This design comes from an exercise in tuning for small area and a short achievable clock period on the open sky130 flow, not from production work.
Where RTL was checked, it was by simulation tests only, not by an equivalence proof against the original.
No functional check of the RTL was part of runs 1 and 2.
In every run shown here, the design's own scripts or RTL, not TritonCTS, make the clock network.
No driver is modelled on the clock port, so clock power and skew are understated where the tree is cut down; a real chip needs a root buffer or a tree.
Power figures rest on the tool's default switching activity, not on a simulated workload.

File: design/flow/config.mk
export PLATFORM = sky130hd
export DESIGN_NAME = cpu_top
export DESIGN_NICKNAME = cpu_top
export VERILOG_FILES = /design/flow/design.v
export SDC_FILE = /design/flow/constraint.sdc
export NUM_CORES = 8
export LEC_CHECK = 0
export CAP_MARGIN = 20
export CORE_MARGIN = 2
export CORE_UTILIZATION = 40
export SLEW_MARGIN = 20
export SYNTH_HIERARCHICAL = 1
File: design/flow/constraint.sdc
create_clock -name core_clock -period 10.0 [get_ports {clk}]
set_input_delay 2.0000 -clock core_clock [delete_from_list [all_inputs] [get_ports {clk}]]
set_output_delay 2.0000 -clock core_clock [all_outputs]
set_load 0.01 [all_outputs]
File: design/flow/design.v
package cpu_pkg;
    typedef enum logic [6:0] {
        OPC_OP     = 7'b0110011,
        OPC_OP_IMM = 7'b0010011,
        OPC_LUI    = 7'b0110111
    } opcode_e;
    typedef enum logic [3:0] {
        ALU_ADD    = 4'd0,
        ALU_SUB    = 4'd1,
        ALU_AND    = 4'd2,
        ALU_OR     = 4'd3,
        ALU_XOR    = 4'd4,
        ALU_SLL    = 4'd5,
        ALU_SRL    = 4'd6,
        ALU_SRA    = 4'd7,
        ALU_SLT    = 4'd8,
        ALU_SLTU   = 4'd9,
        ALU_PASS_B = 4'd10
    } alu_op_e;
endpackage
`timescale 1ns/1ps
module instr_decode (
    input  logic [31:0] instr,
    input  logic        fwd_a,
    input  logic        fwd_b,
    input  logic [31:0] rs1,
    input  logic [31:0] rs2,
    input  logic [31:0] rs2_n,
    input  logic [31:0] res,
    input  logic [31:0] res_n,
    output logic [31:0] op_a,
    output logic [31:0] op_bx,
    output logic        sub,
    output logic        s_add,
    output logic        s_x,
    output logic        s_g,
    output logic        s_r,
    output logic        s_l,
    output logic        s_lt,
    output logic        sltu,
    output logic        sra,
    output logic        we
);
    logic [6:0]  opcode;
    logic [2:0]  f3;
    logic        alt;
    logic        is_op;
    logic        is_imm;
    logic        is_lui;
    logic        is_alu;
    logic        rev;
    logic        fa_n, fa_r, sa_n, sa_r;
    logic        fb_p, fb_n, sb_p, sb_n;
    logic [31:0] imm_x;
    assign opcode = instr[6:0];
    assign f3     = instr[14:12];
    assign alt    = instr[30];
    assign is_op  = (opcode == 7'b0110011);
    assign is_imm = (opcode == 7'b0010011);
    assign is_lui = (opcode == 7'b0110111);
    assign is_alu = is_op || is_imm;
    assign we = (is_alu || is_lui) && (instr[11:7] != 5'd0);
    assign s_add = !is_alu || (f3 == 3'd0);
    assign s_l   = is_alu && (f3 == 3'd1);
    assign s_lt  = is_alu && (f3 == 3'd2 || f3 == 3'd3);
    assign s_x   = is_alu && (f3 == 3'd4 || f3 == 3'd6);
    assign s_r   = is_alu && (f3 == 3'd5);
    assign s_g   = is_alu && (f3 == 3'd6 || f3 == 3'd7);
    assign sltu  = (f3 == 3'd3);
    assign sra   = alt && (f3 == 3'd5);
    assign sub   = is_alu && ((f3 == 3'd0 && alt && is_op) || f3 == 3'd2 || f3 == 3'd3);
    assign rev   = (f3 == 3'd1);
    assign fa_n = is_alu && fwd_a && !rev;
    assign fa_r = is_alu && fwd_a && rev;
    assign sa_n = is_alu && !fwd_a && !rev;
    assign sa_r = is_alu && !fwd_a && rev;
    assign fb_p = is_op && fwd_b && !sub;
    assign fb_n = is_op && fwd_b && sub;
    assign sb_p = is_op && !fwd_b && !sub;
    assign sb_n = is_op && !fwd_b && sub;
    always_comb begin
        if (is_imm)      imm_x = {{20{instr[31]}}, instr[31:20]} ^ {32{sub}};
        else if (is_lui) imm_x = {instr[31:12], 12'd0};
        else             imm_x = 32'd0;
    end
    for (genvar i = 0; i < 32; i++) begin : g_op
        op_sel4 u_a (
            .s0 (fa_n), .d0 (res[i]),
            .s1 (fa_r), .d1 (res[31-i]),
            .s2 (sa_n), .d2 (rs1[i]),
            .s3 (sa_r), .d3 (rs1[31-i]),
            .y  (op_a[i])
        );
        op_sel5 u_b (
            .s0 (fb_p), .d0 (res[i]),
            .s1 (fb_n), .d1 (res_n[i]),
            .s2 (sb_p), .d2 (rs2[i]),
            .s3 (sb_n), .d3 (rs2_n[i]),
            .e  (imm_x[i]),
            .y  (op_bx[i])
        );
    end
endmodule
module op_sel4 (
    input  logic s0, d0, s1, d1, s2, d2, s3, d3,
    output logic y
);
    assign y = (s0 && d0) || (s1 && d1) || (s2 && d2) || (s3 && d3);
endmodule
module op_sel5 (
    input  logic s0, d0, s1, d1, s2, d2, s3, d3, e,
    output logic y
);
    assign y = (s0 && d0) || (s1 && d1) || (s2 && d2) || (s3 && d3) || e;
endmodule
`timescale 1ns/1ps
module reg_file (
    input  logic [31:1][31:0] regs,
    input  logic [31:0]       wr_data,
    input  logic [31:0]       sel,
    output logic [31:0]       rd_data,
    output logic [31:0]       rd_data_n
);
    for (genvar b = 0; b < 32; b++) begin : g_bit
        logic [31:0] col;
        assign col[0] = wr_data[b];
        for (genvar i = 1; i < 32; i++) begin : g_reg
            assign col[i] = regs[i][b];
        end
        rf_and_or u_ao (.d(col), .h(sel), .q(rd_data[b]), .qn(rd_data_n[b]));
    end
endmodule
module rf_wdec (
    input  logic        we,
    input  logic [4:0]  rd,
    output logic [31:1] wen
);
    always_comb begin
        for (int i = 1; i < 32; i++) wen[i] = we && (rd == i);
    end
endmodule
module rf_pre (
    input  logic [4:0] rs,
    input  logic       e_we,
    input  logic [4:0] e_rd,
    input  logic       d_we,
    input  logic [4:0] d_rd,
    output logic       fwd,
    output logic       thru,
    output logic [3:0] lo,
    output logic [7:0] hi
);
    assign fwd  = d_we && (d_rd == rs);
    assign thru = e_we && (e_rd == rs);
    always_comb begin
        for (int i = 0; i < 4; i++) lo[i] = (rs[1:0] == i);
        for (int i = 0; i < 8; i++) hi[i] = !thru && (rs[4:2] == i);
    end
endmodule
module rf_sel (
    input  logic [31:1] vld,
    input  logic        thru,
    input  logic [3:0]  lo,
    input  logic [7:0]  hi,
    output logic [31:0] sel
);
    always_comb begin
        sel[0] = thru;
        for (int i = 1; i < 32; i++) sel[i] = vld[i] && lo[i % 4] && hi[i / 4];
    end
endmodule
module rf_and_or (
    input  logic [31:0] d,
    input  logic [31:0] h,
    output logic        q,
    output logic        qn
);
    logic [10:0] g;
    logic [3:0]  n;
    logic [1:0]  r;
    for (genvar k = 0; k < 10; k++) begin : g_aoi
        rf_aoi3 u_aoi (.d(d[3*k +: 3]), .h(h[3*k +: 3]), .y(g[k]));
    end
    rf_aoi2 u_aoi_last (.d(d[31:30]), .h(h[31:30]), .y(g[10]));
    rf_nand3 u_n0 (.a(g[2:0]), .y(n[0]));
    rf_nand3 u_n1 (.a(g[5:3]), .y(n[1]));
    rf_nand3 u_n2 (.a(g[8:6]), .y(n[2]));
    rf_nand2 u_n3 (.a(g[10:9]), .y(n[3]));
    rf_nor2  u_r0 (.a(n[1:0]), .y(r[0]));
    rf_nor2  u_r1 (.a(n[3:2]), .y(r[1]));
    rf_nand2 u_q  (.a(r), .y(q));
    rf_and2  u_qn (.a(r), .y(qn));
endmodule
module rf_aoi3 (
    input  logic [2:0] d,
    input  logic [2:0] h,
    output logic       y
);
    assign y = !((d[0] && h[0]) || (d[1] && h[1]) || (d[2] && h[2]));
endmodule
module rf_aoi2 (
    input  logic [1:0] d,
    input  logic [1:0] h,
    output logic       y
);
    assign y = !((d[0] && h[0]) || (d[1] && h[1]));
endmodule
module rf_nand3 (
    input  logic [2:0] a,
    output logic       y
);
    assign y = !(&a);
endmodule
module rf_nor2 (
    input  logic [1:0] a,
    output logic       y
);
    assign y = !(|a);
endmodule
module rf_nand2 (
    input  logic [1:0] a,
    output logic       y
);
    assign y = !(&a);
endmodule
module rf_and2 (
    input  logic [1:0] a,
    output logic       y
);
    assign y = &a;
endmodule
`timescale 1ns/1ps
module alu_exec (
    input  logic [31:0] a,
    input  logic [31:0] bx,
    input  logic        sub,
    input  logic        s_add,
    input  logic        s_x,
    input  logic        s_g,
    input  logic        s_r,
    input  logic        s_l,
    input  logic        s_lt,
    input  logic        sltu,
    input  logic        sra,
    output logic [31:0] result,
    output logic [31:0] result_n
);
    logic [31:0] p;
    logic [31:0] g;
    logic [31:0] c;
    logic        cout;
    logic [31:0] sum;
    logic [31:0] shr;
    logic        lt;
    logic [31:0] mask;
    add_pg   u_pg   (.a(a), .b(bx), .p(p), .g(g));
    add_tree u_tree (.p(p), .g(g), .cin(sub), .c(c), .cout(cout));
    add_sum  u_sum  (.p(p), .c(c), .s(sum));
    alu_lt u_lt (.cout(cout), .p31(p[31]), .sltu(sltu), .lt(lt));
    alu_shift u_sh (.a(a), .sh(bx[4:0]), .q(shr));
    alu_mask  u_mk (.sh(bx[4:0]), .m(mask));
    for (genvar i = 0; i < 32; i++) begin : g_res
        logic o;
        alu_res_early u_e (
            .s_x (s_x),
            .p   (p[i]),
            .s_g (s_g),
            .g   (g[i]),
            .s_r (s_r),
            .r   (shr[i]),
            .s_l (s_l),
            .l   (shr[31-i]),
            .s_m (s_r && sra && a[31]),
            .m   (mask[i]),
            .o   (o)
        );
        if (i == 0) begin : g_lt
            alu_res_late2 u_l (.s_add(s_add), .sum(sum[i]), .s_lt(s_lt), .lt(lt), .o(o),
                               .y(result[i]), .yn(result_n[i]));
        end else begin : g_sum
            alu_res_late u_l (.s_add(s_add), .sum(sum[i]), .o(o), .y(result[i]), .yn(result_n[i]));
        end
    end
endmodule
module add_pg (
    input  logic [31:0] a,
    input  logic [31:0] b,
    output logic [31:0] p,
    output logic [31:0] g
);
    assign p = a ^ b;
    assign g = a & b;
endmodule
module add_sum (
    input  logic [31:0] p,
    input  logic [31:0] c,
    output logic [31:0] s
);
    assign s = p ^ c;
endmodule
module add_tree (
    input  logic [31:0] p,
    input  logic [31:0] g,
    input  logic        cin,
    output logic [31:0] c,
    output logic        cout
);
    logic [31:0] gg [0:5];
    logic [31:0] pp [0:5];
    always_comb begin
        gg[0]    = g;
        pp[0]    = p;
        gg[0][0] = g[0] || (p[0] && cin);
        for (int l = 0; l < 5; l++) begin
            for (int i = 0; i < 32; i++) begin
                if ((i >> l) & 1) begin
                    gg[l+1][i] = gg[l][i] || (pp[l][i] && gg[l][((i >> l) << l) - 1]);
                    pp[l+1][i] = pp[l][i] && pp[l][((i >> l) << l) - 1];
                end else begin
                    gg[l+1][i] = gg[l][i];
                    pp[l+1][i] = pp[l][i];
                end
            end
        end
        c[0] = cin;
        for (int i = 1; i < 32; i++) c[i] = gg[5][i-1];
        cout = gg[5][31];
    end
endmodule
module alu_lt (
    input  logic cout,
    input  logic p31,
    input  logic sltu,
    output logic lt
);
    assign lt = cout ^ (sltu || p31);
endmodule
module alu_shift (
    input  logic [31:0] a,
    input  logic [4:0]  sh,
    output logic [31:0] q
);
    assign q = a >> sh;
endmodule
module alu_mask (
    input  logic [4:0]  sh,
    output logic [31:0] m
);
    assign m = ~(32'hffffffff >> sh);
endmodule
module alu_res_early (
    input  logic s_x,
    input  logic p,
    input  logic s_g,
    input  logic g,
    input  logic s_r,
    input  logic r,
    input  logic s_l,
    input  logic l,
    input  logic s_m,
    input  logic m,
    output logic o
);
    assign o = (s_x && p) || (s_g && g) || (s_r && r) || (s_l && l) || (s_m && m);
endmodule
module alu_res_late (
    input  logic s_add,
    input  logic sum,
    input  logic o,
    output logic y,
    output logic yn
);
    assign y  = (s_add && sum) || o;
    assign yn = !y;
endmodule
module alu_res_late2 (
    input  logic s_add,
    input  logic sum,
    input  logic s_lt,
    input  logic lt,
    input  logic o,
    output logic y,
    output logic yn
);
    assign y  = (s_add && sum) || (s_lt && lt) || o;
    assign yn = !y;
endmodule
`timescale 1ns/1ps
module retire_stage (
    input  logic        retire_valid,
    input  logic        e_valid,
    input  logic [15:0] count,
    input  logic [15:0] pc_lo,
    input  logic [13:0] pc_hi,
    output logic [15:0] count_nxt,
    output logic [13:0] pc_hi_nxt
);
    assign count_nxt = count + {15'd0, e_valid};
    assign pc_hi_nxt = pc_hi + {13'd0, retire_valid && (&pc_lo)};
endmodule
`timescale 1ns/1ps
module cpu_top (
    input  logic                         clk,
    input  logic                         rstn,
    input  logic                         instr_valid,
    input  logic [31:0]                  instr,
    output logic                         retire_valid,
    output logic                         retire_we,
    output logic [32-1:0]         retire_pc,
    output logic [5-1:0]   retire_rd,
    output logic [32-1:0]         retire_data,
    output logic [16-1:0] retire_count
);
    logic        f_valid;
    logic [31:0] f_instr;
    always_ff @(posedge clk or negedge rstn) begin
        if (!rstn) f_valid <= 1'b0;
        else       f_valid <= instr_valid;
    end
    logic        e_we;
    logic [4:0]  e_rd;
    logic        we_nxt;
    logic        pa_fwd, pa_thru, pb_fwd, pb_thru;
    logic [3:0]  pa_lo, pb_lo;
    logic [7:0]  pa_hi, pb_hi;
    logic        f_fwd_a, f_thru_a, f_fwd_b, f_thru_b;
    logic [3:0]  f_lo_a, f_lo_b;
    logic [7:0]  f_hi_a, f_hi_b;
    rf_pre u_pre_a (
        .rs   (instr[19:15]),
        .e_we (e_we),
        .e_rd (e_rd),
        .d_we (f_valid && we_nxt),
        .d_rd (f_instr[11:7]),
        .fwd  (pa_fwd),
        .thru (pa_thru),
        .lo   (pa_lo),
        .hi   (pa_hi)
    );
    rf_pre u_pre_b (
        .rs   (instr[24:20]),
        .e_we (e_we),
        .e_rd (e_rd),
        .d_we (f_valid && we_nxt),
        .d_rd (f_instr[11:7]),
        .fwd  (pb_fwd),
        .thru (pb_thru),
        .lo   (pb_lo),
        .hi   (pb_hi)
    );
    always_ff @(posedge clk) begin
        f_instr  <= instr;
        f_fwd_a  <= pa_fwd;
        f_thru_a <= pa_thru;
        f_lo_a   <= pa_lo;
        f_hi_a   <= pa_hi;
        f_fwd_b  <= pb_fwd;
        f_thru_b <= pb_thru;
        f_lo_b   <= pb_lo;
        f_hi_b   <= pb_hi;
    end
    logic        w_we;
    logic [4:0]  w_rd;
    logic [31:0] w_data;
    logic [31:1][31:0] regs;
    logic [31:1] vld;
    logic [31:0] rs1_data;
    logic [31:0] rs2_data;
    logic [31:0] rs2_data_n;
    logic [31:1] wen;
    rf_wdec u_wdec (.we(w_we), .rd(w_rd), .wen(wen));
    always_ff @(posedge clk or negedge rstn) begin
        if (!rstn) begin
            vld <= '0;
        end else begin
            vld <= vld | wen;
        end
    end
    always_ff @(posedge clk) begin
        for (int i = 1; i < 32; i++) begin
            if (wen[i]) begin
                regs[i] <= w_data;
            end
        end
    end
    logic [31:0] sel_a;
    logic [31:0] sel_b;
    rf_sel u_sel_a (.vld(vld), .thru(f_thru_a), .lo(f_lo_a), .hi(f_hi_a), .sel(sel_a));
    rf_sel u_sel_b (.vld(vld), .thru(f_thru_b), .lo(f_lo_b), .hi(f_hi_b), .sel(sel_b));
    logic [31:0] rs1_data_n;
    reg_file u_rf_a (.regs(regs), .wr_data(w_data), .sel(sel_a), .rd_data(rs1_data), .rd_data_n(rs1_data_n));
    reg_file u_rf_b (.regs(regs), .wr_data(w_data), .sel(sel_b), .rd_data(rs2_data), .rd_data_n(rs2_data_n));
    logic        e_valid;
    logic [31:0] alu_result;
    logic [31:0] alu_result_n;
    logic [31:0] op_a_nxt;
    logic [31:0] op_bx_nxt;
    logic        sub_nxt, s_add_nxt, s_x_nxt, s_g_nxt, s_r_nxt, s_l_nxt, s_lt_nxt;
    logic        sltu_nxt, sra_nxt;
    instr_decode u_dec (
        .instr (f_instr),
        .fwd_a (f_fwd_a),
        .fwd_b (f_fwd_b),
        .rs1   (rs1_data),
        .rs2   (rs2_data),
        .rs2_n (rs2_data_n),
        .res   (alu_result),
        .res_n (alu_result_n),
        .op_a  (op_a_nxt),
        .op_bx (op_bx_nxt),
        .sub   (sub_nxt),
        .s_add (s_add_nxt),
        .s_x   (s_x_nxt),
        .s_g   (s_g_nxt),
        .s_r   (s_r_nxt),
        .s_l   (s_l_nxt),
        .s_lt  (s_lt_nxt),
        .sltu  (sltu_nxt),
        .sra   (sra_nxt),
        .we    (we_nxt)
    );
    logic [31:0] e_a;
    logic [31:0] e_bx;
    logic        e_sub, e_s_add, e_s_x, e_s_g, e_s_r, e_s_l, e_s_lt, e_sltu, e_sra;
    always_ff @(posedge clk or negedge rstn) begin
        if (!rstn) begin
            e_valid <= 1'b0;
            e_we    <= 1'b0;
        end else begin
            e_valid <= f_valid;
            e_we    <= f_valid && we_nxt;
        end
    end
    always_ff @(posedge clk) begin
        e_a     <= op_a_nxt;
        e_bx    <= op_bx_nxt;
        e_sub   <= sub_nxt;
        e_s_add <= s_add_nxt;
        e_s_x   <= s_x_nxt;
        e_s_g   <= s_g_nxt;
        e_s_r   <= s_r_nxt;
        e_s_l   <= s_l_nxt;
        e_s_lt  <= s_lt_nxt;
        e_sltu  <= sltu_nxt;
        e_sra   <= sra_nxt;
        e_rd    <= f_instr[11:7];
    end
    alu_exec u_alu (
        .a        (e_a),
        .bx       (e_bx),
        .sub      (e_sub),
        .s_add    (e_s_add),
        .s_x      (e_s_x),
        .s_g      (e_s_g),
        .s_r      (e_s_r),
        .s_l      (e_s_l),
        .s_lt     (e_s_lt),
        .sltu     (e_sltu),
        .sra      (e_sra),
        .result   (alu_result),
        .result_n (alu_result_n)
    );
    logic [15:0] pc_lo;
    logic [13:0] pc_hi;
    logic [15:0] count_nxt;
    logic [13:0] pc_hi_nxt;
    retire_stage u_ret (
        .retire_valid (retire_valid),
        .e_valid      (e_valid),
        .count        (retire_count),
        .pc_lo        (pc_lo),
        .pc_hi        (pc_hi),
        .count_nxt    (count_nxt),
        .pc_hi_nxt    (pc_hi_nxt)
    );
    always_ff @(posedge clk or negedge rstn) begin
        if (!rstn) begin
            retire_valid <= 1'b0;
            retire_we    <= 1'b0;
            w_we         <= 1'b0;
            retire_count <= '0;
            pc_hi        <= '0;
        end else begin
            retire_valid <= e_valid;
            retire_we    <= e_valid && e_we;
            w_we         <= e_we;
            retire_count <= count_nxt;
            pc_hi        <= pc_hi_nxt;
        end
    end
    always_ff @(posedge clk) begin
        pc_lo       <= retire_count;
        retire_rd   <= e_rd;
        retire_data <= alu_result;
        if (e_we) begin
            w_rd   <= e_rd;
            w_data <= alu_result;
        end
    end
    assign retire_pc = {pc_hi, pc_lo, 2'b00};
endmodule
File: design/flow/flow/run.sh
#!/bin/bash
# the standard layout, but for the clock tree, and with timing repair aimed
# below the design's period (repair_timing works until each path has
# SETUP_SLACK_MARGIN ns of slack).
#   1. standard.sh up to placement, with buf_2 as the port buffer cell
#   2. flow/cts.tcl in place of ORFS's cts step: a two-level clock tree of
#      clkbuf_16 (the clock port drives 4 roots, each root 16 leaves, each
#      leaf a compact cluster of about 20 flip-flops), then ORFS's timing
#      repair, area recovery (flow/downsize.tcl) and legalisation
#   3. standard.sh on to the end
# each step's output goes to its own log here; ORFS's own logs are in orfs/logs.
set -euo pipefail
M=7.0
bash standard.sh SETUP_SLACK_MARGIN=$M "BUFFER_PORTS_ARGS=-buffer_cell sky130_fd_sc_hd__buf_2" place > log_1_place.log 2>&1
bash standard.sh SETUP_SLACK_MARGIN=$M vars > log_2_vars.log 2>&1
P=${FLOW_PLATFORM:-sky130hd}
(
  set +u
  source orfs/objects/$P/cpu_top/base/vars.sh
  export SCRIPTS_DIR=$FLOW_HOME/scripts
  export FLOW_CLOCK_PORT=clk
  export FLOW_CTS_LEAVES=64
  export FLOW_CTS_ROOTS=4
  export FLOW_CTS_LEAF_CELL=sky130_fd_sc_hd__clkbuf_16
  export FLOW_CTS_ROOT_CELL=sky130_fd_sc_hd__clkbuf_16
  openroad -no_splash -exit -metrics "$LOG_DIR/4_1_cts.json" flow/cts.tcl > "$LOG_DIR/4_1_cts.log" 2>&1
) > log_3_cts.log 2>&1
cp orfs/logs/$P/cpu_top/base/4_1_cts.log log_3_cts.log
cp orfs/results/$P/cpu_top/base/4_1_cts.odb orfs/results/$P/cpu_top/base/4_cts.odb
bash standard.sh SETUP_SLACK_MARGIN=$M finish > log_4_finish.log 2>&1
File: design/flow/flow/cts.tcl
# clock tree stage of the layout: ORFS's cts.tcl with the clock tree built
# here instead of by clock_tree_synthesis: the clock port drives a few root
# buffers, each root drives leaf buffers, each leaf a compact cluster of
# flip-flops (recursive splitting of the flip-flop locations), so every
# flip-flop is two buffers from the port. After ORFS's timing repair, the
# cells get the smallest drive strengths that keep the timing (downsize.tcl).
utl::set_metrics_stage "cts__{}"
source $::env(SCRIPTS_DIR)/load.tcl
erase_non_stage_variables cts
load_design 3_place.odb 3_place.sdc

# split pts into n compact clusters of near equal size: cut across the
# longer side of their bounding box, in proportion to the clusters each
# side gets.
proc split_pts { pts n } {
  if { $n <= 1 } {
    return [list $pts]
  }
  set xs [lmap p $pts { lindex $p 0 }]
  set ys [lmap p $pts { lindex $p 1 }]
  set w [expr { [tcl::mathfunc::max {*}$xs] - [tcl::mathfunc::min {*}$xs] }]
  set h [expr { [tcl::mathfunc::max {*}$ys] - [tcl::mathfunc::min {*}$ys] }]
  set idx [expr { $w >= $h ? 0 : 1 }]
  set s [lsort -integer -index $idx $pts]
  set n1 [expr { $n / 2 }]
  set m [expr { ([llength $s] * $n1) / $n }]
  return [concat [split_pts [lrange $s 0 [expr { $m - 1 }]] $n1] \
    [split_pts [lrange $s $m end] [expr { $n - $n1 }]]]
}

proc centroid { pts } {
  set sx 0
  set sy 0
  foreach p $pts {
    set sx [expr { $sx + [lindex $p 0] }]
    set sy [expr { $sy + [lindex $p 1] }]
  }
  set n [llength $pts]
  return [list [expr { $sx / $n }] [expr { $sy / $n }]]
}

proc place_buf { block master name xy } {
  set inst [odb::dbInst_create $block $master $name]
  set w [$master getWidth]
  set h [$master getHeight]
  $inst setLocation [expr { int([lindex $xy 0] - $w / 2) }] [expr { int([lindex $xy 1] - $h / 2) }]
  $inst setPlacementStatus PLACED
  return $inst
}

proc build_clock_tree { nleaf nroot leaf_cell root_cell } {
  set db [ord::get_db]
  set block [ord::get_db_block]
  set leaf_master [$db findMaster $leaf_cell]
  set root_master [$db findMaster $root_cell]
  set clk [[$block findBTerm $::env(FLOW_CLOCK_PORT)] getNet]
  set pts {}
  foreach it [$clk getITerms] {
    set bb [[$it getInst] getBBox]
    lappend pts [list [expr { ([$bb xMin] + [$bb xMax]) / 2 }] \
      [expr { ([$bb yMin] + [$bb yMax]) / 2 }] $it]
  }
  puts "clock tree: [llength $pts] sinks"
  set per_root [expr { $nleaf / $nroot }]
  set groups [split_pts $pts $nroot]
  for { set r 0 } { $r < $nroot } { incr r } {
    set group [split_pts [lindex $groups $r] $per_root]
    set leaf_xy {}
    foreach cl $group {
      lappend leaf_xy [centroid $cl]
    }
    set rnet [odb::dbNet_create $block "clknet_root_$r"]
    $rnet setSigType CLOCK
    set rinst [place_buf $block $root_master "clkbuf_root_$r" [centroid $leaf_xy]]
    [$rinst findITerm A] connect $clk
    [$rinst findITerm X] connect $rnet
    set k 0
    foreach cl $group xy $leaf_xy {
      set name "${r}_$k"
      set lnet [odb::dbNet_create $block "clknet_leaf_$name"]
      $lnet setSigType CLOCK
      set linst [place_buf $block $leaf_master "clkbuf_leaf_$name" $xy]
      [$linst findITerm A] connect $rnet
      [$linst findITerm X] connect $lnet
      foreach p $cl {
        set it [lindex $p 2]
        $it disconnect
        $it connect $lnet
      }
      puts "clock tree: leaf $name [llength $cl] sinks"
      incr k
    }
  }
  $clk setSigType CLOCK
}

build_clock_tree $::env(FLOW_CTS_LEAVES) $::env(FLOW_CTS_ROOTS) \
  $::env(FLOW_CTS_LEAF_CELL) $::env(FLOW_CTS_ROOT_CELL)
set_propagated_clock [all_clocks]

log_cmd estimate_parasitics -placement
report_clock_latency

set_placement_padding -global \
  -left $::env(CELL_PAD_IN_SITES_DETAIL_PLACEMENT) \
  -right $::env(CELL_PAD_IN_SITES_DETAIL_PLACEMENT)
detailed_placement
log_cmd estimate_parasitics -placement
report_clock_latency

repair_timing_helper
source [file join [file dirname [info script]] downsize.tcl]
downsize_cells $::env(SETUP_SLACK_MARGIN) 1.0
detailed_placement
check_placement -verbose

report_metrics 4 "cts final"

orfs_write_db $::env(RESULTS_DIR)/4_1_cts.odb
orfs_write_sdc $::env(RESULTS_DIR)/4_cts.sdc
File: design/flow/flow/downsize.tcl
# area recovery after timing repair (downsize_cells below).

# re-estimate the parasitics of the nets on an instance's pins, which
# replace_cell leaves stale.
proc downsize_update_nets { name } {
  foreach pin [get_pins -of_objects [get_cells $name]] {
    set net [get_nets -quiet -of_objects $pin]
    if { $net ne "" } {
      est::estimate_parasitic_net $net
    }
  }
}

# give each cell the smallest drive strength of its family that keeps the
# worst setup slack at or above min(target, the worst slack before recovery),
# with no max-slew or max-capacitance violation and the cell's output slew
# under max_slew ns; largest cells first. Clock tree buffers are left alone.
# Only for placement parasitics: downsize_update_nets estimates a net as
# estimate_parasitics -placement does.
proc downsize_cells { target max_slew } {
  set db [ord::get_db]
  set block [ord::get_db_block]
  set dont_use {}
  if { [info exists ::env(DONT_USE_CELLS)] } {
    set dont_use $::env(DONT_USE_CELLS)
  }
  set fam {}
  foreach lib [$db getLibs] {
    foreach m [$lib getMasters] {
      set n [$m getName]
      if { [regexp {^(sky130_fd_sc_hd__\w+)_(\d+)$} $n -> base d] } {
        if { [lsearch -exact $dont_use $n] < 0 } {
          dict lappend fam $base [list $d $n [$m getWidth]]
        }
      }
    }
  }
  set ws0 [worst_slack -max]
  set floor [expr { min($target, $ws0) }]
  puts "downsize: worst slack [format %.3f $ws0], keeping it at or above [format %.3f $floor]"
  set insts [lsort -command { apply { { a b } {
    expr { [[$b getMaster] getWidth] - [[$a getMaster] getWidth] } } } } [$block getInsts]]
  set count 0
  set saved 0
  foreach inst $insts {
    set m [$inst getMaster]
    if { [$m getType] ne "CORE" } { continue }
    set n [$m getName]
    if { ![regexp {^(sky130_fd_sc_hd__\w+)_(\d+)$} $n -> base d] } { continue }
    if { [string match "*clkbuf*" $base] || [string match "clkbuf_*" [$inst getName]] } { continue }
    if { ![dict exists $fam $base] } { continue }
    set name [$inst getName]
    foreach o [lsort -integer -index 0 [dict get $fam $base]] {
      lassign $o od on ow
      if { $od >= $d } { break }
      if { $ow > [$m getWidth] } { continue }
      replace_cell $name $on
      downsize_update_nets $name
      set ok [expr { [worst_slack -max] >= $floor
                     && [sta::max_slew_violation_count] == 0
                     && [sta::max_capacitance_violation_count] == 0 }]
      if { $ok } {
        foreach pin [get_pins -of_objects [get_cells $name] -filter "direction == output"] {
          foreach p { slew_max_rise slew_max_fall } {
            if { [get_property $pin $p] > $max_slew } { set ok 0 }
          }
        }
      }
      if { $ok } {
        incr count
        set saved [expr { $saved + [$m getWidth] - $ow }]
        break
      }
      replace_cell $name $n
      downsize_update_nets $name
    }
  }
  set dbu [$block getDbUnitsPerMicron]
  puts "downsize: $count cells smaller, [format %.0f [expr { $saved * 2720.0 / $dbu / $dbu }]] um2 saved (by width), worst slack now [format %.3f [worst_slack -max]]"
}
File: design/flow/standard.sh
#!/bin/bash
# synth_recipe.tcl (not shown) runs the flow's synth.tcl, then flattens the netlist and writes it again
# the make line also repeats each setting of config.mk as NAME=value (left out here)
make -C /OpenROAD-flow-scripts/flow DESIGN_CONFIG=/design/flow/config.mk WORK_HOME=/design/flow/orfs CLKGATE_MAP_FILE= SYNTH_SCRIPT=/design/flow/synth_recipe.tcl "${@:-finish}"
==> results of run 1 <==
## layout make-up
| class | instances | area, sq um |
|---|---|---|
| Sequential cell | 1287 | 36500 |
| Tap cell | 1768 | 2210 |
| Buffer | 68 | 1700 |
| Inverter | 24 | 98.8 |
| Antenna cell | 12 | 30.0 |
| Multi-Input combinational cell | 2268 | 17900 |
| Timing Repair Buffer | 353 | 2290 |
| Fill cell | 12047 | 73000 |
## final timing paths
kind	to	cells past startpoint	slack, ns
setup / recovery	retire_data[16]	1	6.89
hold / removal	e_valid	0	0.40
setup reg to reg	e_bx[20]	8	6.91
hold reg to reg	e_valid	0	0.40
max in group asynchronous	vld[18]	2	7.62
min in group asynchronous	retire_count[15]	2	1.70
## worst register-to-register path, delay by kind of cell, from the launching register on
kind,cells,cell delay (ns)
AO/OA/AOI/OAI,2,0.77
AND/OR/NAND/NOR,5,1.35
buffers and inverters,1,0.38
flip-flops,1,0.51
## layout by cell type, fill, tap and decap left out, types with 19 or more instances in the layout
master	count
edfxtp_1	1029
a222oi_1	704
nand2_1	261
nand3_1	208
nor2_1	159
a22oi_1	152
dfxtp_1	134
buf_2	109
buf_4	85
a21oi_1	79
clkbuf_16	70
and3_1	68
buf_1	64
dfrtp_1	57
xor2_1	56
clkbuf_2	45
and2_0	44
a21o_1	44
nor2_4	37
or2_0	34
dfxtp_2	33
mux4_2	29
nor2_2	28
xnor2_1	27
buf_6	27
dfxtp_4	24
o2bb2ai_1	23
inv_1	19
ha_1	19
## routing by layer
metal  track usage, %  up-vias  part of all wire (%)  wire (um)
li1                 -    16758                     -          -
met1             37.5    20714                    36      74700
met2             42.2     3002                    44      89500
met3             7.76      441                    14      28000
met4             14.5       10                   6.2      12800
met5             1.08        -                  0.12        243
## power groups by stage
stage / combinational (mW) / clock (mW) / sequential (mW)
2_1_floorplan: 0.0634 / 0 / 5.91
3_3_place_gp: 0.136 / 0 / 5.92
3_5_place_dp: 0.138 / 0 / 5.92
4_1_cts: 0.157 / 2.83 / 5.78
5_1_grt: 0.186 / 3.00 / 5.79
6_report: 0.173 / 2.81 / 5.78
## per-stage QoR
stage          setup WS, ns  utilization (%)  instances  instance area, sq um  total power [mW]
2_1_floorplan          6.98                -       3633                 54100              5.98
3_3_place_gp           6.59             43.3       5610                 58000              6.06
3_5_place_dp           6.47             43.4       5612                 58000              6.06
4_1_cts                6.86             44.1       5713                 59000              8.76
5_1_grt                6.87             45.4       5768                 60800              8.97
6_report               6.89             45.4       5780                 60800              8.77
## repair_timing
item,4_1_cts,5_1_grt
gates resized for setup,149,411
gates cloned,2,2
pin swaps,2,65
setup endpoints to repair,181,198
setup buffers,31,52
## sequential cells by signal (all words and copies together), names as in the netlist, 4 cells and up
signal,cells
regs,992
e_a,32
e_bx,32
f_instr,32
retire_data,32
w_data,32
vld,31
pc_lo,16
retire_count,16
pc_hi,14
f_hi_a,8
f_hi_b,8
e_rd,5
retire_rd,5
w_rd,5
f_lo_a,4
f_lo_b,4
==> impl_metrics.env, run 1 <==
export IMPL_fin_crit_sh_pct=31.1
export IMPL_crit_fanout=1
export IMPL_r2r_start="f_lo_b[3]"
export IMPL_cts_hold_buf=0
export IMPL_route_detailed_drc=0
export IMPL_io_pins=122
export IMPL_critical_path_cell_chain="buf_6"
export IMPL_combPwrFrac_pct=2.0
export IMPL_crit_type="reg2out"
export IMPL_drive_gt1_share_pct=16.1
export IMPL_core_area_sq_mm=0.134
export IMPL_finalSetupViolCount=0
export IMPL_placement_io_buffers=119
export IMPL_place_congestion=0.966
export IMPL_cp_start_kind="flop"
export IMPL_worstHoldStart="f_valid"
export IMPL_syn_area_per_cell_sq_um=14.9
export IMPL_first_global_vias=37510
export IMPL_die_w_um=372
export IMPL_switchingPower_mw=1.77
export IMPL_hold_class="reg2reg"
export IMPL_mappedNetlistArea_sq_mm=0.0541
export IMPL_p_int_mw=7.00
export IMPL_clockPowerShare_pct=32.0
export IMPL_clk_latency_ns=0.55
export IMPL_wl_um=205000
export IMPL_wl_per_cell_um=35.5
export IMPL_rows=134
export IMPL_whs_ns=0.404
export IMPL_antenna_left=0
export IMPL_slowest_delay_ns=0.45
export IMPL_cp_required_ns=8.00
export IMPL_grt_ovfl_total=0
export IMPL_nNetsFinal=4074
export IMPL_worstSetupStartpoint="retire_data[16]"
export IMPL_power_static_leakage_nw=23.8
export IMPL_die_h_um=372
export IMPL_place_hpwl_um=122000
export IMPL_ir_drop_mv=0.157
export IMPL_vias_per_cell=7.08
export IMPL_rsz0062_at_grt="true"
export IMPL_grtUsageTotal_pct=28.2
export IMPL_dieArea_sq_mm=0.138
export IMPL_syn_instance_count=3632
export IMPL_clkSlewWorstSetupHoldPaths_ns=0.09
export IMPL_hold_violations=0
export IMPL_status="no timing/DRC/antenna violations"
export IMPL_tightestPinTransition_ns=1.24
export IMPL_maxSlewHeadroom_pct=17.3
export IMPL_fin_setup_tns_ns=0
export IMPL_vias=40925
export IMPL_seq_power_share_pct=66.0
export IMPL_fmax_ghz=0.321
export IMPL_p_per_area_mw_per_mm2=144
export IMPL_yosysWarnings=14
export IMPL_grt_first_pass_wirelength_um=281000
export IMPL_crit_arrival_ns=1.11
export IMPL_drt_iter0_drc=9474
export IMPL_period_minus_slack_ns=3.11
export IMPL_skew_ns=0.0753
export IMPL_cp_num_buf_inv=1
export IMPL_grt_max_degree=68
export IMPL_dr_pass1_iters=14
export IMPL_max_cap_violations=0
export IMPL_swShare_pct=20.2
export IMPL_slew_viol_final=0
export IMPL_cp_end_kind="output port"
export IMPL_cp_slowest_cell="dfxtp_4"
export IMPL_start_util_pct=40.4
export IMPL_path_delay_family="flip-flops"
export IMPL_area_growth_pct=12.5
export IMPL_antenna_found_initial=15
==> inputs of run 2 (changes only) <==
--- a/design/flow/flow/run.sh
+++ b/design/flow/flow/run.sh
@@ -9,3 +9,4 @@
 #      repair, area recovery (flow/downsize.tcl) and legalisation
-#   3. standard.sh on to the end
+#   3. standard.sh on to the end; global routing runs the area recovery
+#      again after its timing repair (flow/grt_pre.tcl)
 # each step's output goes to its own log here; ORFS's own logs are in orfs/logs.
@@ -29,2 +30,2 @@
 cp orfs/results/$P/cpu_top/base/4_1_cts.odb orfs/results/$P/cpu_top/base/4_cts.odb
-bash standard.sh SETUP_SLACK_MARGIN=$M finish > log_4_finish.log 2>&1
+bash standard.sh SETUP_SLACK_MARGIN=$M PRE_GLOBAL_ROUTE_TCL=$PWD/flow/grt_pre.tcl finish > log_4_finish.log 2>&1
--- a/design/flow/flow/cts.tcl
+++ b/design/flow/flow/cts.tcl
@@ -112,3 +112,3 @@
 source [file join [file dirname [info script]] downsize.tcl]
-downsize_cells $::env(SETUP_SLACK_MARGIN) 1.0
+downsize_cells $::env(SETUP_SLACK_MARGIN) 1.0 placement
 detailed_placement
--- a/design/flow/flow/downsize.tcl
+++ b/design/flow/flow/downsize.tcl
@@ -3,4 +3,9 @@
 # re-estimate the parasitics of the nets on an instance's pins, which
-# replace_cell leaves stale.
-proc downsize_update_nets { name } {
+# replace_cell leaves stale: from the placement per net, or from the global
+# routes for the whole design.
+proc downsize_update_nets { name src } {
+  if { $src eq "global_routing" } {
+    estimate_parasitics -global_routing
+    return
+  }
   foreach pin [get_pins -of_objects [get_cells $name]] {
@@ -16,6 +21,6 @@
 # with no max-slew or max-capacitance violation and the cell's output slew
-# under max_slew ns; largest cells first. Clock tree buffers are left alone.
-# Only for placement parasitics: downsize_update_nets estimates a net as
-# estimate_parasitics -placement does.
-proc downsize_cells { target max_slew } {
+# under max_slew ns, and with the slack of the cell's outputs at least guard
+# above that; largest cells first. Clock tree buffers are left alone. src is
+# the parasitics in use: placement or global_routing.
+proc downsize_cells { target max_slew src { guard 0.0 } } {
   set db [ord::get_db]
@@ -49,3 +54,9 @@
     if { ![regexp {^(sky130_fd_sc_hd__\w+)_(\d+)$} $n -> base d] } { continue }
-    if { [string match "*clkbuf*" $base] || [string match "clkbuf_*" [$inst getName]] } { continue }
+    if { [string match "clkbuf_*" [$inst getName]] } { continue }
+    set on_clock 0
+    foreach it [$inst getITerms] {
+      set net [$it getNet]
+      if { $net ne "NULL" && [$it isOutputSignal] && [$net getSigType] eq "CLOCK" } { set on_clock 1 }
+    }
+    if { $on_clock } { continue }
     if { ![dict exists $fam $base] } { continue }
@@ -57,3 +68,3 @@
       replace_cell $name $on
-      downsize_update_nets $name
+      downsize_update_nets $name $src
       set ok [expr { [worst_slack -max] >= $floor
@@ -66,2 +77,4 @@
           }
+          set s [get_property $pin slack_max]
+          if { [string is double -strict $s] && $s < $floor + $guard } { set ok 0 }
         }
@@ -74,3 +87,3 @@
       replace_cell $name $n
-      downsize_update_nets $name
+      downsize_update_nets $name $src
     }
==> design/flow/flow/grt_pre.tcl (new file) <==
# sourced by ORFS's global_route.tcl at its start (PRE_GLOBAL_ROUTE_TCL): its
# power recovery step, which runs after the timing repair, becomes the area
# recovery of downsize.tcl, timed with the global routes' parasitics.
source [file join [file dirname [info script]] downsize.tcl]
proc recover_power_helper { } {
  estimate_parasitics -global_routing
  downsize_cells $::env(SETUP_SLACK_MARGIN) 1.0 global_routing 0.1
}
==> run 2 against run 1 <==
Sequential share of layout area rose by 0.54 points. Maximum frequency rose by 0.16%. Clock power barely moved. First-iteration DRC count fell by 1.3%. Combinational power fell by 8%. Die area did not move. Via count rose by 0.45%. Global-route usage did not move. Synthesized area did not move. Critical endpoint unchanged. Largest power group unchanged.
==> impl_metrics.env, run 2 <==
export IMPL_max_cap_violations=0
export IMPL_io_pins=122
export IMPL_grt_max_degree=68
export IMPL_cp_end_kind="output port"
export IMPL_period_minus_slack_ns=3.11
export IMPL_nNetsFinal=4074
export IMPL_syn_area_per_cell_sq_um=14.9
export IMPL_cp_num_buf_inv=1
export IMPL_postLayoutCellArea_sq_mm=0.0602
export IMPL_yosysWarnings=14
export IMPL_placement_io_buffers=119
export IMPL_grtUsageTotal_pct=28.2
export IMPL_crit_type="reg2out"
export IMPL_grt_first_pass_wirelength_um=281000
export IMPL_slew_viol_final=0
export IMPL_route_detailed_drc=0
export IMPL_place_congestion=0.966
export IMPL_dr_pass1_iters=14
export IMPL_die_h_um=372
export IMPL_largest_reg_flops=992
export IMPL_whs_ns=0.407
export IMPL_mostFrequentLayoutCells="edfxtp_1, a222oi_1, nand2_1"
export IMPL_nFillCells=12177
export IMPL_dieArea_sq_mm=0.138
export IMPL_syn_instance_count=3632
export IMPL_vias=41109
export IMPL_p_per_area_mw_per_mm2=146
export IMPL_crit_fanout=1
export IMPL_layout_commonest_cell="edfxtp_1"
export IMPL_cp_slowest_cell="dfxtp_4"
export IMPL_drive_gt1_share_pct=13.5
export IMPL_hold_violations=0
export IMPL_finalSetupViolCount=0
export IMPL_start_util_pct=40.4
export IMPL_place_hpwl_um=122000
export IMPL_tightestPinTransition_ns=1.16
export IMPL_vias_per_cell=7.12
export IMPL_clkSlewWorstSetupHoldPaths_ns=0.09
export IMPL_cp_start_kind="flop"
export IMPL_ff2ff_setup_slack_ns=6.91
export IMPL_mappedNetlistArea_sq_mm=0.0541
export IMPL_drt_iter0_drc=9351
export IMPL_fmax_ghz=0.322
export IMPL_hold_class="reg2reg"
export IMPL_critical_path_cell_chain="buf_6"
export IMPL_clk_latency_ns=0.56
export IMPL_antenna_found_initial=15
export IMPL_status="no timing/DRC/antenna violations"
export IMPL_first_global_vias=37510
export IMPL_placed_cell_area_sq_mm=0.0580
export IMPL_maxSlewHeadroom_pct=22.5
export IMPL_area_growth_pct=11.3
export IMPL_core_area_sq_mm=0.134
export IMPL_skew_ns=0.0827
export IMPL_rows=134
export IMPL_antenna_left=0
export IMPL_power_static_leakage_nw=23.5
export IMPL_crit_arrival_ns=1.11
export IMPL_max_flop_register="regs"
export IMPL_fin_crit_sh_pct=31.1
export IMPL_fin_setup_tns_ns=0
export IMPL_cts_hold_buf=0
export IMPL_ir_drop_mv=0.159
export IMPL_wl_per_cell_um=35.6
export IMPL_slowest_delay_ns=0.45
export IMPL_grt_ovfl_total=0
export IMPL_die_w_um=372
export IMPL_path_delay_family="flip-flops"
export IMPL_wl_um=205000
export IMPL_cp_required_ns=8.00
export IMPL_rsz0062_at_grt="true"
-- run 2: worst reg2reg max path: cells and delay by family (launching register included) --
family	cells	cell delay, ns
AOI/OAI and AO/OA	2	0.75
buffers and inverters	1	0.38
DFF	1	0.52
and+or+nand+nor	5	1.32
-- run 2: routing by layer --
layer,vias up,global-route usage (%),wire [um]
li1,16755,-,-
met1,20814,37.5,75100
met2,3063,42.2,89300
met3,465,7.76,27800
met4,12,14.5,12800
met5,-,1.08,385
-- run 2: final timing paths --
path | startpoint | to | depth (start not counted)
max in group asynchronous | rstn | vld[19] | 2
min in group asynchronous | rstn | retire_count[10] | 2
setup reg to reg | f_lo_a[3] | e_a[17] | 8
hold / removal | f_valid | e_valid | 0
hold reg to reg | f_valid | e_valid | 0
setup / recovery | retire_data[16] | retire_data[16] | 1
-- run 2: what timing repair did --
| item | in CTS | in global routing |
|---|---|---|
| resized for setup | 149 | 411 |
| setup buffers | 31 | 52 |
| gates cloned | 2 | 2 |
| setup endpoints to repair | 181 | 198 |
| pin swaps | 2 | 65 |
-- run 2: layout make-up --
cell class              count  area [sq um]  share of cell area (%)
repair buffers            353          1990                    3.30
plain buffers              68          1700                    2.83
inverters                  24          98.8                   0.164
well taps                1768          2210                    3.68
multi-input cells        2268         17600                    29.3
flip-flops and latches   1287         36500                    60.7
diodes                      8          20.0                  0.0333
-- run 2: metrics by stage --
| step | util, % | setup slack [ns] | power (mW) | cells |
|---|---|---|---|---|
| finish | 45.0 | 6.89 | 8.76 | 5776 |
| global route | 45.0 | 6.87 | 8.96 | 5769 |
| CTS | 44.1 | 6.86 | 8.76 | 5713 |
| detailed placement | 43.4 | 6.47 | 6.06 | 5612 |
| global placement | 43.3 | 6.59 | 6.06 | 5610 |
| floorplan | - | 6.98 | 5.98 | 3633 |
-- run 2: where the power goes --
group	internal (mW)	switching, mW
combinational	0.0578	0.103
clock	1.20	1.62
sequential	5.74	0.0448
total	6.99	1.76
==> inputs of run 3 (changes only) <==
--- a/design/flow/design.v
+++ b/design/flow/design.v
@@ -178,4 +178,3 @@
     logic [10:0] g;
-    logic [3:0]  n;
-    logic [1:0]  r;
+    logic [2:0]  n;
     for (genvar k = 0; k < 10; k++) begin : g_aoi
@@ -184,10 +183,7 @@
     rf_aoi2 u_aoi_last (.d(d[31:30]), .h(h[31:30]), .y(g[10]));
-    rf_nand3 u_n0 (.a(g[2:0]), .y(n[0]));
-    rf_nand3 u_n1 (.a(g[5:3]), .y(n[1]));
-    rf_nand3 u_n2 (.a(g[8:6]), .y(n[2]));
-    rf_nand2 u_n3 (.a(g[10:9]), .y(n[3]));
-    rf_nor2  u_r0 (.a(n[1:0]), .y(r[0]));
-    rf_nor2  u_r1 (.a(n[3:2]), .y(r[1]));
-    rf_nand2 u_q  (.a(r), .y(q));
-    rf_and2  u_qn (.a(r), .y(qn));
+    rf_nand4 u_n0 (.a(g[3:0]), .y(n[0]));
+    rf_nand4 u_n1 (.a(g[7:4]), .y(n[1]));
+    rf_nand3 u_n2 (.a(g[10:8]), .y(n[2]));
+    rf_or3   u_or (.a(n), .y(q));
+    rf_nor3  u_nor (.a(n), .y(qn));
 endmodule
@@ -207,4 +203,4 @@
 endmodule
-module rf_nand3 (
-    input  logic [2:0] a,
+module rf_nand4 (
+    input  logic [3:0] a,
     output logic       y
@@ -213,19 +209,19 @@
 endmodule
-module rf_nor2 (
-    input  logic [1:0] a,
+module rf_nand3 (
+    input  logic [2:0] a,
     output logic       y
 );
-    assign y = !(|a);
+    assign y = !(&a);
 endmodule
-module rf_nand2 (
-    input  logic [1:0] a,
+module rf_or3 (
+    input  logic [2:0] a,
     output logic       y
 );
-    assign y = !(&a);
+    assign y = |a;
 endmodule
-module rf_and2 (
-    input  logic [1:0] a,
+module rf_nor3 (
+    input  logic [2:0] a,
     output logic       y
 );
-    assign y = &a;
+    assign y = !(|a);
 endmodule
@@ -461,5 +457,2 @@
     end
-    logic        w_we;
-    logic [4:0]  w_rd;
-    logic [31:0] w_data;
     logic [31:1][31:0] regs;
@@ -470,3 +463,3 @@
     logic [31:1] wen;
-    rf_wdec u_wdec (.we(w_we), .rd(w_rd), .wen(wen));
+    rf_wdec u_wdec (.we(retire_we), .rd(retire_rd), .wen(wen));
     always_ff @(posedge clk or negedge rstn) begin
@@ -481,3 +474,3 @@
             if (wen[i]) begin
-                regs[i] <= w_data;
+                regs[i] <= retire_data;
             end
@@ -490,4 +483,4 @@
     logic [31:0] rs1_data_n;
-    reg_file u_rf_a (.regs(regs), .wr_data(w_data), .sel(sel_a), .rd_data(rs1_data), .rd_data_n(rs1_data_n));
-    reg_file u_rf_b (.regs(regs), .wr_data(w_data), .sel(sel_b), .rd_data(rs2_data), .rd_data_n(rs2_data_n));
+    reg_file u_rf_a (.regs(regs), .wr_data(retire_data), .sel(sel_a), .rd_data(rs1_data), .rd_data_n(rs1_data_n));
+    reg_file u_rf_b (.regs(regs), .wr_data(retire_data), .sel(sel_b), .rd_data(rs2_data), .rd_data_n(rs2_data_n));
     logic        e_valid;
@@ -579,3 +572,2 @@
             retire_we    <= 1'b0;
-            w_we         <= 1'b0;
             retire_count <= '0;
@@ -585,3 +577,2 @@
             retire_we    <= e_valid && e_we;
-            w_we         <= e_we;
             retire_count <= count_nxt;
@@ -594,6 +585,2 @@
         retire_data <= alu_result;
-        if (e_we) begin
-            w_rd   <= e_rd;
-            w_data <= alu_result;
-        end
     end
--- a/design/flow/flow/grt_pre.tcl
+++ b/design/flow/flow/grt_pre.tcl
@@ -6,3 +6,3 @@
   estimate_parasitics -global_routing
-  downsize_cells $::env(SETUP_SLACK_MARGIN) 1.0 global_routing 0.1
+  downsize_cells $::env(SETUP_SLACK_MARGIN) 1.0 global_routing 0.05
 }
==> run 3 against run 2 <==
Die area down 2.6%. Maximum frequency fell by 5.0%. Critical path depth increased by 6. Register-to-register slack lost 0.18 ns. Critical path type is now reg2reg.
==> impl_metrics.env, run 3 <==
export IMPL_status="no timing/DRC/antenna violations"
export IMPL_ir_drop_mv=0.154
export IMPL_cp_slowest_cell="or3_1"
export IMPL_tightestPinTransition_ns=1.15
export IMPL_skew_ns=0.0598
export IMPL_nFillCells=11793
export IMPL_crit_fanout=32
export IMPL_mappedNetlistArea_sq_mm=0.0526
export IMPL_yosysWarnings=14
export IMPL_antenna_found_initial=23
export IMPL_vias=41569
export IMPL_whs_path_depth=0
export IMPL_rr_worst_depth=7
export IMPL_regArea_sq_mm=0.0353
export IMPL_cp_end_kind="flop"
export IMPL_multi_input_area_sq_mm=0.0166
export IMPL_die_h_um=367
export IMPL_critical_path_cell_chain="and3_1, buf_2, a222oi_1, nand4_1, or3_1, a22oi_1, nand2_1"
export IMPL_period_minus_slack_ns=3.27
export IMPL_fin_crit_sh_pct=32.7
export IMPL_core_area_sq_mm=0.131
export IMPL_maxSlewHeadroom_pct=23.5
export IMPL_syn_instance_count=3402
export IMPL_p_per_area_mw_per_mm2=146
export IMPL_crit_arrival_ns=3.71
export IMPL_grt_first_pass_wirelength_um=296000
export IMPL_antenna_left=0
export IMPL_dr_pass1_iters=14
export IMPL_crit_type="reg2reg"
export IMPL_fmax_ghz=0.306
export IMPL_worstHoldStart="f_valid"
export IMPL_cts_hold_buf=0
export IMPL_wl_um=218000
export IMPL_reg2reg_to="e_a[2]"
export IMPL_hold_violations=0
export IMPL_place_congestion=0.979
export IMPL_wl_per_cell_um=38.7
export IMPL_dp_slack_ns=6.53
export IMPL_clkSlewWorstSetupHoldPaths_ns=0.12
export IMPL_route_detailed_drc=0
export IMPL_first_global_vias=38105
export IMPL_die_w_um=367
export IMPL_ff2ff_setup_slack_ns=6.73
export IMPL_fin_setup_tns_ns=0
export IMPL_worst_slack_ns=6.73
export IMPL_whs_endpoint="e_valid"
export IMPL_rsz0062_at_grt="true"
export IMPL_vias_per_cell=7.38
export IMPL_drive_gt1_share_pct=11.1
export IMPL_r2r_start="f_lo_a[2]"
export IMPL_io_pins=122
export IMPL_nNetsFinal=3941
export IMPL_drt_iter0_drc=10473
export IMPL_rows=133
export IMPL_grt_max_degree=65
export IMPL_cp_start_kind="flop"
export IMPL_start_util_pct=40.2
export IMPL_max_cap_violations=0
export IMPL_mostFrequentLayoutCells="edfxtp_1, a222oi_1, buf_1"
export IMPL_area_growth_pct=11.8
export IMPL_grtUsageTotal_pct=30.6
export IMPL_cp_required_ns=10.44
export IMPL_hold_class="reg2reg"
export IMPL_max_flop_register="regs"
export IMPL_grt_ovfl_total=0
export IMPL_placement_io_buffers=119
export IMPL_clk_latency_ns=0.55
export IMPL_finalSetupViolCount=0
export IMPL_slew_viol_final=0
export IMPL_dieArea_sq_mm=0.135
export IMPL_slowest_delay_ns=0.67
export IMPL_layout_commonest_cell="edfxtp_1"
export IMPL_place_hpwl_um=124000
export IMPL_syn_area_per_cell_sq_um=15.5
export IMPL_largest_reg_flops=992
export IMPL_power_static_leakage_nw=19.3
[run 3: changes by cell type in the layout (fill, tap and decap cells not counted), sizes merged, moves of 37 or more]
cell / change
edfxtp: -37
nand2: -128
or3: +64
buf: +63
nand3: -128
nand4: +128
nor2: -128
[run 3: through the flow]
stage / std cells / total power [mW] / hold WS (ns) / utilization, % / instance area, sq um
2_1_floorplan: 3403 / 5.83 / 0.347 / - / 52700
3_3_place_gp: 5366 / 5.93 / 0.361 / 43.1 / 56500
3_5_place_dp: 5366 / 5.93 / 0.364 / 43.1 / 56500
4_1_cts: 5567 / 8.60 / 0.385 / 44.4 / 58100
5_1_grt: 5623 / 8.79 / 0.394 / 44.9 / 58800
6_report: 5633 / 8.60 / 0.382 / 44.9 / 58800
[run 3: worst max path at each step]
| stage | start | to | slack [ns] | cells after the start |
|---|---|---|---|---|
| after global placement | e_bx[0] | e_a[30] | 6.57 | 9 |
| after global routing | retire_data[1] | retire_data[1] | 6.83 | 1 |
| final | f_lo_a[2] | e_a[2] | 6.73 | 7 |
| after CTS | f_lo_a[1] | e_a[0] | 6.83 | 7 |
| after detailed placement | e_bx[0] | e_a[0] | 6.53 | 12 |
| after floorplan | instr[22] | f_hi_b[0] | 6.98 | 4 |
[run 3: critical path: cells and delay by family, from the launching register on]
family,cells,cell delay [ns]
AOI/OAI and AO/OA,2,0.90
buffers and inverters,1,0.44
and+or+nand+nor,4,1.36
DFF,1,0.45
[run 3: where the power goes]
| part | switching, mW | internal, mW | total [mW] |
|---|---|---|---|
| registers | 0.0473 | 5.58 | 5.62 |
| clock network | 1.59 | 1.20 | 2.78 |
| logic | 0.132 | 0.0612 | 0.194 |
| total | 1.77 | 6.83 | 8.60 |
[run 3: layout make-up]
cell class,instances,share of cell area (%)
Tap cell,1755,3.73
Multi-Input combinational cell,2076,28.2
Inverter,24,0.155
Timing Repair Buffer,450,4.88
Antenna cell,11,0.0468
Buffer,68,2.89
Sequential cell,1249,60.1
[run 3: layer usage]
| metal | vias to the layer above | part of all wire (%) | GRT usage [%] |
|---|---|---|---|
| met5 | - | 0.058 | 0 |
| met4 | 18 | 8.2 | 19.6 |
| met3 | 576 | 14 | 7.23 |
| met2 | 3695 | 43 | 45.1 |
| met1 | 20821 | 35 | 40.5 |
| li1 | 16459 | - | - |
[run 3: what timing repair did]
item / in CTS / in global routing
resized for setup: 273 / 376
setup endpoints to repair: 157 / 288
buffers inserted: 107 / 51
pin swaps: 23 / 100
gates cloned: 26 / 4
==> inputs of run 4 (changes only) <==
--- a/design/flow/flow/grt_pre.tcl
+++ b/design/flow/flow/grt_pre.tcl
@@ -6,3 +6,3 @@
   estimate_parasitics -global_routing
-  downsize_cells $::env(SETUP_SLACK_MARGIN) 1.0 global_routing 0.05
+  downsize_cells $::env(SETUP_SLACK_MARGIN) 1.0 global_routing 0.1
 }
==> run 4 against run 3 <==
Routed wire length is 0.28% higher. Die area stayed put. First-iteration DRC count down 0.75%. Critical path depth fell by 5. Worst hold slack gained 0.0012 ns. Synthesized area unchanged. Sequential power hardly changed. Global-route usage unchanged. Core utilization grew 0.23 points. Cell area grew 0.51%. Sequential cell count unchanged. Critical endpoint is now retire_data[14]. Largest power group unchanged.
==> impl_metrics.env, run 4 <==
export IMPL_max_cap_violations=0
export IMPL_dr_pass1_iters=14
export IMPL_clk_latency_ns=0.56
export IMPL_slowest_delay_ns=0.36
export IMPL_cp_start_kind="flop"
export IMPL_antenna_found_initial=22
export IMPL_drive_gt1_share_pct=11.8
export IMPL_power_total_mw=8.61
export IMPL_fmax_ghz=0.315
export IMPL_antenna_left=0
export IMPL_first_global_vias=38105
export IMPL_grt_first_pass_wirelength_um=296000
export IMPL_yosysWarnings=14
export IMPL_dieArea_sq_mm=0.135
export IMPL_start_util_pct=40.2
export IMPL_placement_io_buffers=119
export IMPL_vias_per_cell=7.42
export IMPL_cp_required_ns=8.00
export IMPL_period_minus_slack_ns=3.18
export IMPL_mappedNetlistArea_sq_mm=0.0526
export IMPL_cp_end_kind="output port"
export IMPL_grt_ovfl_total=0
export IMPL_p_per_area_mw_per_mm2=146
export IMPL_power_static_leakage_nw=19.3
export IMPL_worst_slack_ns=6.82
export IMPL_largest_reg_flops=992
export IMPL_wl_um=219000
export IMPL_hold_class="reg2reg"
export IMPL_crit_type="reg2out"
export IMPL_critical_path_cell_chain="buf_8, buf_6"
export IMPL_crit_arrival_ns=1.18
export IMPL_rr_worst_depth=7
export IMPL_core_area_sq_mm=0.131
export IMPL_area_growth_pct=12.3
export IMPL_tightestPinTransition_ns=1.18
export IMPL_crit_fanout=2
export IMPL_die_w_um=367
export IMPL_layout_commonest_cell="edfxtp_1"
export IMPL_whs_ns=0.384
export IMPL_vias=41801
export IMPL_grt_max_degree=65
export IMPL_slew_viol_final=0
export IMPL_mostFrequentLayoutCells="edfxtp_1, a222oi_1, buf_1"
export IMPL_skew_ns=0.0651
export IMPL_syn_instance_count=3402
export IMPL_grtUsageTotal_pct=30.6
export IMPL_dp_slack_ns=6.53
export IMPL_io_pins=122
export IMPL_max_flop_register="regs"
export IMPL_hold_violations=0
export IMPL_status="no timing/DRC/antenna violations"
export IMPL_nNetsFinal=3941
export IMPL_nFillCells=11754
export IMPL_whs_path_depth=0
export IMPL_place_hpwl_um=124000
export IMPL_wl_per_cell_um=38.8
export IMPL_fin_crit_sh_pct=31.8
export IMPL_drt_iter0_drc=10394
export IMPL_clkSlewWorstSetupHoldPaths_ns=0.08
export IMPL_ir_drop_mv=0.155
export IMPL_route_detailed_drc=0
export IMPL_maxSlewHeadroom_pct=21.4
export IMPL_finalSetupViolCount=0
export IMPL_rsz0062_at_grt="true"
export IMPL_fin_setup_tns_ns=0
export IMPL_cts_hold_buf=0
export IMPL_place_congestion=0.979
export IMPL_cp_slowest_cell="dfxtp_2"
export IMPL_syn_area_per_cell_sq_um=15.5
export IMPL_rows=133
export IMPL_die_h_um=367
## run 4: path summary, 6_finish.rpt
check | slack [ns] | end | from
setup / recovery | 6.82 | retire_data[14] | retire_data[14]
hold / removal | 0.38 | e_valid | f_valid
setup reg to reg | 6.84 | e_a[17] | f_lo_a[0]
hold reg to reg | 0.38 | e_valid | f_valid
max in group asynchronous | 7.32 | vld[12] | rstn
min in group asynchronous | 1.43 | retire_count[14] | rstn
## run 4: cell type report
type | count | area [sq um] | share of cell area (%)
Multi-Input combinational cell | 2076 | 16800 | 28.4
Timing Repair Buffer | 450 | 2980 | 5.03
Sequential cell | 1249 | 35400 | 59.8
Tap cell | 1755 | 2200 | 3.71
Antenna cell | 9 | 22.5 | 0.0381
Inverter | 24 | 93.8 | 0.159
Buffer | 68 | 1700 | 2.88
## run 4: where the power goes
part	internal (mW)	switching [mW]
sequential	5.58	0.0478
clock	1.20	1.60
combinational	0.0632	0.132
total	6.84	1.78
## run 4: metal layers
metal / vias to the layer above / GRT usage, % / routed length [um]
met5: - / 0 / 156
met4: 22 / 19.6 / 18000
met3: 618 / 7.23 / 31400
met2: 3769 / 45.1 / 93100
met1: 20933 / 40.5 / 76000
li1: 16459 / - / -
## run 4: what timing repair did
item                       in CTS  in global routing
resized for setup             273                376
setup buffers                 107                 51
setup endpoints to repair     157                288
pin swaps                      23                100
cloned                         26                  4
## run 4: worst max-delay path: cells and delay by family, from the launching register on
kind     cells  cell delay (ns)
buf+inv      2             0.29
flops        1             0.36
## run 4: per-stage QoR
| stage | utilization [%] | cell area (sq um) | instances |
|---|---|---|---|
| after floorplan | - | 52700 | 3403 |
| after global placement | 43.1 | 56500 | 5366 |
| after detailed placement | 43.1 | 56500 | 5366 |
| after CTS | 44.4 | 58100 | 5567 |
| after global routing | 45.1 | 59100 | 5623 |
| final | 45.2 | 59100 | 5631 |
==> inputs of run 5 (changes only) <==
--- a/design/flow/flow/downsize.tcl
+++ b/design/flow/flow/downsize.tcl
@@ -21,6 +21,5 @@
 # with no max-slew or max-capacitance violation and the cell's output slew
-# under max_slew ns, and with the slack of the cell's outputs at least guard
-# above that; largest cells first. Clock tree buffers are left alone. src is
-# the parasitics in use: placement or global_routing.
-proc downsize_cells { target max_slew src { guard 0.0 } } {
+# under max_slew ns; largest cells first. Clock tree buffers are left alone.
+# src is the parasitics in use: placement or global_routing.
+proc downsize_cells { target max_slew src } {
   set db [ord::get_db]
@@ -54,9 +53,3 @@
     if { ![regexp {^(sky130_fd_sc_hd__\w+)_(\d+)$} $n -> base d] } { continue }
-    if { [string match "clkbuf_*" [$inst getName]] } { continue }
-    set on_clock 0
-    foreach it [$inst getITerms] {
-      set net [$it getNet]
-      if { $net ne "NULL" && [$it isOutputSignal] && [$net getSigType] eq "CLOCK" } { set on_clock 1 }
-    }
-    if { $on_clock } { continue }
+    if { [string match "*clkbuf*" $base] || [string match "clkbuf_*" [$inst getName]] } { continue }
     if { ![dict exists $fam $base] } { continue }
@@ -77,4 +70,2 @@
           }
-          set s [get_property $pin slack_max]
-          if { [string is double -strict $s] && $s < $floor + $guard } { set ok 0 }
         }
--- a/design/flow/flow/grt_pre.tcl
+++ b/design/flow/flow/grt_pre.tcl
@@ -6,3 +6,3 @@
   estimate_parasitics -global_routing
-  downsize_cells $::env(SETUP_SLACK_MARGIN) 1.0 global_routing 0.1
+  downsize_cells $::env(SETUP_SLACK_MARGIN) 1.0 global_routing
 }
==> run 5 against run 4 <==
First-iteration DRC count grew 3.7%. Still clean on timing, DRC and antenna. Final cell count is essentially flat. Critical path depth grew 5. Combinational power about the same. Maximum frequency shrank 4.5%. Register-to-register slack lost 0.17 ns. Sequential cell count unchanged. Total power barely moved. Core utilization fell by 0.24 points. Synthesized area did not move.
==> impl_metrics.env, run 5 <==
export IMPL_cp_slowest_cell="a22oi_1"
export IMPL_max_cap_violations=0
export IMPL_io_pins=122
export IMPL_whs_endpoint="e_valid"
export IMPL_whs_path_depth=0
export IMPL_wl_um=218000
export IMPL_die_h_um=367
export IMPL_cp_num_buf_inv=1
export IMPL_first_global_vias=38105
export IMPL_fin_crit_sh_pct=33.3
export IMPL_mappedNetlistArea_sq_mm=0.0526
export IMPL_path_delay_family="simple AND/OR/NAND/NOR gates"
export IMPL_r2r_start="f_lo_a[1]"
export IMPL_placement_io_buffers=119
export IMPL_layout_commonest_cell="edfxtp_1"
export IMPL_rsz0062_at_grt="true"
export IMPL_fin_setup_tns_ns=0
export IMPL_max_flop_register="regs"
export IMPL_reg2reg_to="e_a[31]"
export IMPL_grtUsageTotal_pct=30.6
export IMPL_finalSetupViolCount=0
export IMPL_largest_reg_flops=992
export IMPL_fmax_ghz=0.301
export IMPL_nNetsFinal=3941
export IMPL_hold_violations=0
export IMPL_vias_per_cell=7.39
export IMPL_dp_slack_ns=6.53
export IMPL_slew_viol_final=0
export IMPL_power_static_leakage_nw=19.5
export IMPL_crit_arrival_ns=3.72
export IMPL_slowest_delay_ns=0.58
export IMPL_rows=133
export IMPL_grt_first_pass_wirelength_um=296000
export IMPL_dp_cells=5366
export IMPL_start_util_pct=40.2
export IMPL_crit_fanout=32
export IMPL_area_growth_pct=11.7
export IMPL_dr_pass1_iters=15
export IMPL_worstHoldStart="f_valid"
export IMPL_antenna_found_initial=23
export IMPL_die_w_um=367
export IMPL_cp_required_ns=10.40
export IMPL_ir_drop_mv=0.152
export IMPL_grt_ovfl_total=0
export IMPL_antenna_left=0
export IMPL_maxSlewHeadroom_pct=23.2
export IMPL_syn_area_per_cell_sq_um=15.5
export IMPL_period_minus_slack_ns=3.33
export IMPL_vias=41626
export IMPL_dieArea_sq_mm=0.135
export IMPL_critical_path_cell_chain="and3_1, clkbuf_4, a222oi_1, nand4_1, or3_1, a22oi_1, nand2_1"
export IMPL_core_area_sq_mm=0.131
export IMPL_yosysWarnings=14
export IMPL_cts_hold_buf=0
export IMPL_place_hpwl_um=124000
export IMPL_status="no timing/DRC/antenna violations"
export IMPL_rr_worst_depth=7
export IMPL_clk_latency_ns=0.56
export IMPL_clkSlewWorstSetupHoldPaths_ns=0.08
export IMPL_skew_ns=0.0641
export IMPL_tightestPinTransition_ns=1.15
export IMPL_drt_iter0_drc=10777
export IMPL_syn_instance_count=3402
export IMPL_mostFrequentLayoutCells="edfxtp_1, a222oi_1, buf_1"
export IMPL_crit_type="reg2reg"
export IMPL_route_detailed_drc=0
export IMPL_drive_gt1_share_pct=11.7
export IMPL_place_congestion=0.979
export IMPL_power_total_mw=8.61
export IMPL_wl_per_cell_um=38.7
export IMPL_grt_max_degree=65
export IMPL_hold_class="reg2reg"
export IMPL_cp_start_kind="flop"
export IMPL_p_per_area_mw_per_mm2=146
export IMPL_finalNonFillerCells=5633
export IMPL_cp_end_kind="flop"
export IMPL_whs_ns=0.383
export IMPL_worst_slack_ns=6.67
export IMPL_ff2ff_setup_slack_ns=6.67
==> run 5: metrics by stage <==
| stage | util, % | instance area (sq um) |
|---|---|---|
| after floorplan | - | 52700 |
| after global placement | 43.1 | 56500 |
| after detailed placement | 43.1 | 56500 |
| after CTS | 44.4 | 58100 |
| after global routing | 44.9 | 58800 |
| final | 44.9 | 58800 |
==> run 5: what timing repair did <==
action,in CTS,in global routing
buffers inserted,107,51
endpoints found under the setup margin,157,288
cloned,26,4
gates resized for setup,273,376
pin swaps,23,100
==> run 5: metal layers <==
| layer | track usage [%] | vias to the layer above | part of all wire [%] |
|---|---|---|---|
| met4 | 19.6 | 18 | 8.3 |
| met3 | 7.23 | 628 | 14 |
| met1 | 40.5 | 20791 | 35 |
| li1 | - | 16450 | - |
| met5 | 0 | - | 0.059 |
| met2 | 45.1 | 3739 | 42 |
==> run 5: worst max-delay path by stage <==
stage / slack (ns) / startpoint / to / depth (start not counted)
floorplan: 6.98 / instr[22] / f_hi_b[0] / 4
CTS: 6.83 / f_lo_a[1] / e_a[0] / 7
global route: 6.79 / e_a[10] / e_bx[31] / 12
finish: 6.67 / f_lo_a[1] / e_a[31] / 7
global placement: 6.57 / e_bx[0] / e_a[30] / 9
detailed placement: 6.53 / e_bx[0] / e_a[0] / 12
==> run 5: report_power, final <==
part,switching [mW],internal [mW]
registers,0.0472,5.58
logic,0.131,0.0671
clock network,1.59,1.20
total,1.77,6.84
==> run 5: final cells by class <==
class | count | area (sq um)
diodes | 11 | 27.5
inverters | 24 | 91.3
plain buffers | 68 | 1700
repair buffers | 450 | 2930
fillers | 11797 | 72200
multi-input cells | 2076 | 16600
well taps | 1755 | 2200
flip-flops and latches | 1249 | 35300

Setup slack of run 5, layout unchanged: 6.674 ns with ideal ports, 6.634 ns with driving cells assumed (clock clkbuf_16, inputs buf_2), 6.360 ns with port delays also shifted by the 0.705 ns mid clock arrival.
